Background: an optimization exercise with open tools, aiming at small area. Do not read the settings as production practice.
Only simulation tests tie the RTL to the original design; equivalence was not proved.
Power and IR drop assume default switching activity.

## laser_log_top
module laser_log_top #(
	parameter int DEPTH = 64
) (
	input  logic                       clk1,
	input  logic                       arst_n,
	input  logic                       ext_clk_pin,
	input  logic [3-1:0]      din,
	input  logic [2*16-1:0]    adc,            
	input  logic                       pipe_read,
	output logic [16-1:0]     pipe_data,
	output logic                       pipe_valid,
	output logic                       pipe_empty,
	output logic                       pipe_underrun
);
Size: about 1500 cells after synthesis, ~0.019 sq mm of cells after synthesis.
==> flow/config.mk <==
export PLATFORM = sky130hd
export DESIGN_NAME = laser_log_top
export DESIGN_NICKNAME = laser_log_top
export VERILOG_FILES = /design/flow/design.v
export SDC_FILE = /design/flow/constraint.sdc
export NUM_CORES = 4
export LEC_CHECK = 0
export CAP_MARGIN = 20
export CORE_MARGIN = 2
export CORE_UTILIZATION = 65
export SLEW_MARGIN = 20
==> flow/constraint.sdc <==
create_clock -name core_clock -period 8.0 [get_ports {clk1}]
set_input_delay 1.6000 -clock core_clock [delete_from_list [all_inputs] [get_ports {clk1}]]
set_output_delay 1.6000 -clock core_clock [all_outputs]
set_load 0.01 [all_outputs]
standard.sh (not shown) runs the stock make flow with config.mk's settings and CLKGATE_MAP_FILE= SYNTH_SCRIPT=/design/flow/synth_recipe.tcl, a recipe that flattens the netlist after the stock synthesis.
==> flow/flow/run.sh <==
#!/bin/bash
# The standard layout (standard.sh) with three changes:
#  - synthesis maps logic with an area-oriented ABC script (flow/synth.tcl);
#  - clock tree synthesis inserts no dummy loads and clusters up to 25 flops;
#  - the port buffers are plain buf_1 cells.
# make's full output goes to make.log, each step's log to orfs/logs/.
set -euo pipefail
export FLOW_SYNTH_TCL="$PWD/synth_recipe.tcl"
export AREA_ABC_SCRIPT="$PWD/flow/area.abc"
bash standard.sh finish \
	"SYNTH_SCRIPT=$PWD/flow/synth.tcl" \
	"CTS_ARGS=-sink_clustering_enable -repair_clock_nets -dont_use_dummy_load -sink_clustering_size 25 -sink_clustering_max_diameter 100" \
	"BUFFER_PORTS_ARGS=-inputs -outputs -buffer_cell sky130_fd_sc_hd__buf_1" \
	> make.log 2>&1
==> flow/flow/area.abc <==
strash
dc2
dc2
dch -f
amap -A 20 -F 4
topo
==> flow/flow/synth.tcl <==
# The standard synthesis script, with ABC's technology mapping run on an
# area script (flow/area.abc) in place of ORFS's speed script. Registers are
# mapped before ABC runs, so they keep the standard synthesis's names and cells.
proc abc {args} {
	set i [lsearch -exact $args -script]
	if {$i >= 0} {
		set args [lreplace $args [expr {$i + 1}] [expr {$i + 1}] $::env(AREA_ABC_SCRIPT)]
	}
	yosys abc {*}$args
}
source $::env(FLOW_SYNTH_TCL)
Edit:
==> flow/flow/run.sh (replaced) <==
#!/bin/bash
# Standard layout (the standard.sh, unchanged synthesis) with two changes:
# clock tree synthesis without dummy loads and with sink clusters of up to
# 25 flops, and plain buf_1 cells as the port buffers.
set -euo pipefail
bash standard.sh finish \
	"CTS_ARGS=-sink_clustering_enable -repair_clock_nets -dont_use_dummy_load -sink_clustering_size 20 -sink_clustering_max_diameter 60 -buf_list sky130_fd_sc_hd__clkbuf_8" \
	"BUFFER_PORTS_ARGS=-inputs -outputs -buffer_cell sky130_fd_sc_hd__buf_1" \
	> make.log 2>&1
removed: flow/flow/area.abc
removed: flow/flow/synth.tcl
The changed run passed the timing, design-rule and antenna checks. Area after synthesis is higher by 8.4%. Total power is lower by 1.8%. Utilization is lower by 2.7 points. Setup slack gets better by 720 ps. Die area is higher by about 8%. Final area is higher by 5.1%. Register-to-register slack gets better by 1800 ps.
Edit:
==> flow/run.sh (new file) <==
#!/bin/bash
# synth_recipe.tcl (not shown) runs the flow's synth.tcl, then flattens the netlist and writes it again
# the make line also repeats each setting of config.mk as NAME=value (left out here)
make -C /OpenROAD-flow-scripts/flow DESIGN_CONFIG=/design/flow/config.mk WORK_HOME=/design/flow/orfs CLKGATE_MAP_FILE= SYNTH_SCRIPT=/design/flow/synth_recipe.tcl finish
--- a/flow/config.mk
+++ b/flow/config.mk
@@ -10,2 +10,4 @@
 export CORE_UTILIZATION = 65
+export CTS_CLUSTER_DIAMETER = 100
+export CTS_CLUSTER_SIZE = 25
 export SLEW_MARGIN = 20
removed: flow/flow/run.sh
removed: flow/standard.sh
- setup slack degrades by 560 ps
- clock power is higher by a quarter to a third
- power went up by a few percent
- maximum frequency came out lower by roughly a tenth
- wire length goes up slightly
- non-clock buffer count stays the same
- synthesized area stays the same
- combinational power grows by a little under a tenth
Edit:
--- a/flow/config.mk
+++ b/flow/config.mk
@@ -9,5 +9,5 @@
 export CORE_MARGIN = 2
-export CORE_UTILIZATION = 65
+export CORE_UTILIZATION = 40
 export CTS_CLUSTER_DIAMETER = 100
-export CTS_CLUSTER_SIZE = 25
+export CTS_CLUSTER_SIZE = 30
 export SLEW_MARGIN = 20
Total power falls slightly.
Register-to-register slack got worse by 140 ps.
Via count falls slightly.
Utilization falls by 27 points.


Setup of run A:
laser_log_top, a different RTL version from the one above (not shown whole).
Size: roughly 610 flip-flops, about 0.018 mm² of cells after synthesis.
==> flow/design.v (excerpt) <==
module laser_log_top #(
	parameter int DEPTH = 64
) (
	input  logic                       clk1,
	input  logic                       arst_n,
	input  logic                       ext_clk_pin,
	input  logic [3-1:0]      din,
	input  logic [2*16-1:0]    adc,            
	input  logic                       pipe_read,
	output logic [16-1:0]     pipe_data,
	output logic                       pipe_valid,
	output logic                       pipe_empty,
	output logic                       pipe_underrun
);
export LEC_CHECK = 0
export CAP_MARGIN = 20
export CORE_MARGIN = 2
export CORE_UTILIZATION = 65
export SLEW_MARGIN = 20
create_clock -name core_clock -period 8.0 [get_ports {clk1}]
==> flow/flow/run.sh <==
#!/bin/bash
# The standard layout (standard.sh) with three changes:
#  - synthesis maps logic with an area-oriented ABC script (flow/synth.tcl);
#  - clock tree synthesis inserts no dummy loads and clusters up to 26 flops;
#  - the port buffers are plain buf_1 cells.
# make's full output goes to make.log, each step's log to orfs/logs/.
set -euo pipefail
export FLOW_SYNTH_TCL="$PWD/synth_recipe.tcl"
export AREA_ABC_SCRIPT="$PWD/flow/area.abc"
bash standard.sh finish \
	"SYNTH_SCRIPT=$PWD/flow/synth.tcl" \
	"CTS_ARGS=-sink_clustering_enable -repair_clock_nets -dont_use_dummy_load -sink_clustering_size 26 -sink_clustering_max_diameter 100" \
	"BUFFER_PORTS_ARGS=-inputs -outputs -buffer_cell sky130_fd_sc_hd__buf_1" \
	> make.log 2>&1
==> flow/flow/area.abc <==
strash
dc2
dc2
dch -f
amap -A 20 -F 4
topo
==> flow/flow/synth.tcl <==
# The standard synthesis script, with ABC's technology mapping run on an
# area script (flow/area.abc) in place of ORFS's speed script. Registers are
# mapped before ABC runs, so they keep the standard synthesis's names and cells.
proc abc {args} {
	set i [lsearch -exact $args -script]
	if {$i >= 0} {
		set args [lreplace $args [expr {$i + 1}] [expr {$i + 1}] $::env(AREA_ABC_SCRIPT)]
	}
	yosys abc {*}$args
}
source $::env(FLOW_SYNTH_TCL)
Per the final summary, run A finished and its layout is clean on timing, DRC and antenna.
Relative to run A, the following input files were edited for run B:
--- a/flow/flow/run.sh
+++ b/flow/flow/run.sh
@@ -4 +4,2 @@
-#  - clock tree synthesis inserts no dummy loads and clusters up to 26 flops;
+#  - clock tree synthesis inserts no dummy loads and clusters up to 8 flops
+#    under clkbuf_4 leaf buffers;
@@ -12 +13 @@
-	"CTS_ARGS=-sink_clustering_enable -repair_clock_nets -dont_use_dummy_load -sink_clustering_size 26 -sink_clustering_max_diameter 100" \
+	"CTS_ARGS=-sink_clustering_enable -repair_clock_nets -dont_use_dummy_load -sink_clustering_size 8 -sink_clustering_max_diameter 50 -buf_list sky130_fd_sc_hd__clkbuf_4" \
--- outcome ---
- Looking at source of the critical timing path, the u_fifo.head_q[16] result is from run B; the pipe_read one comes from run A.
- Run B gives more final-layout clock buffer total than run A did.
- There was hardly any difference in final worst hold slack between run A and run B.
- Run B -> run A: post-route cell area flat
- Compared with run A, in run B register fraction of the total cell area essentially unchanged; part of the power in registers increased 0.4 points.
Edits applied to the flow inputs when going from run B to run C:
--- a/flow/flow/run.sh
+++ b/flow/flow/run.sh
@@ -4 +4 @@
-#  - clock tree synthesis inserts no dummy loads and clusters up to 8 flops
+#  - clock tree synthesis inserts no dummy loads and clusters up to 10 flops
@@ -13 +13 @@
-	"CTS_ARGS=-sink_clustering_enable -repair_clock_nets -dont_use_dummy_load -sink_clustering_size 8 -sink_clustering_max_diameter 50 -buf_list sky130_fd_sc_hd__clkbuf_4" \
+	"CTS_ARGS=-sink_clustering_enable -repair_clock_nets -dont_use_dummy_load -sink_clustering_size 10 -sink_clustering_max_diameter 60 -buf_list sky130_fd_sc_hd__clkbuf_4" \
- Having completed the whole flow, run C delivered a layout that passed the timing, design-rule and antenna checks.
- Diff run B -> run C: final instance area went down 0.60%, clock tree buffer count of the final layout went down about 19%, layout overhead on the synthesized area went down 0.66 points.
- As far as compound-cell area share of the yosys netlist goes, run C and run B are indistinguishable; the numbers are identical.

[re-timing with driven ports]
The results above use ideal ports. As a check the final layouts listed here were re-extracted and re-timed, cells and wires unchanged. Step 1 (the two cells are an assumption about what drives the block):
set clk [get_ports {clk1}]
set_driving_cell -lib_cell sky130_fd_sc_hd__clkbuf_16 $clk
set_driving_cell -lib_cell sky130_fd_sc_hd__buf_2 [delete_from_list [all_inputs] $clk]
Step 2 times the ports against the registers' clock, not the clock port: input delays grow and output delays shrink by t, the midpoint of the rising clock arrivals with the driver on. Three values: ideal, step 1, step 2; two values: the first two.
| run | t (ns) | setup WS [ns] | clock arrival spread, ns | slew at the worst register clock pin (ns) |
|---|---|---|---|---|
| the first run of note 1 | 0.615 | 2.148 / 2.098 / 1.970 | 0.049 / 0.049 | 0.10 / 0.10 |
| the second run of note 1 | 0.585 | 2.866 / 2.819 / 3.403 | 0.114 / 0.115 | 0.12 / 0.12 |
| the third run of note 1 | 0.641 | 2.304 / 2.253 / 2.894 | 0.018 / 0.018 | 0.10 / 0.10 |
| the fourth run of note 1 | 0.633 | 2.453 / 2.397 / 3.030 | 0.038 / 0.038 | 0.11 / 0.11 |
| run A | 0.610 | 1.605 / 1.623 / 1.013 | 0.044 / 0.044 | 0.11 / 0.11 |
| run B | 0.731 | 1.554 / 1.506 / 0.941 | 0.112 / 0.112 | 0.10 / 0.10 |
| run C | 0.729 | 1.568 / 1.568 / 0.938 | 0.082 / 0.082 | 0.12 / 0.12 |
After both steps every run listed still meets setup and hold. For run C, which loses most, drivers alone change the setup slack by 0.000 ns; drivers and shift together by -0.630 ns.
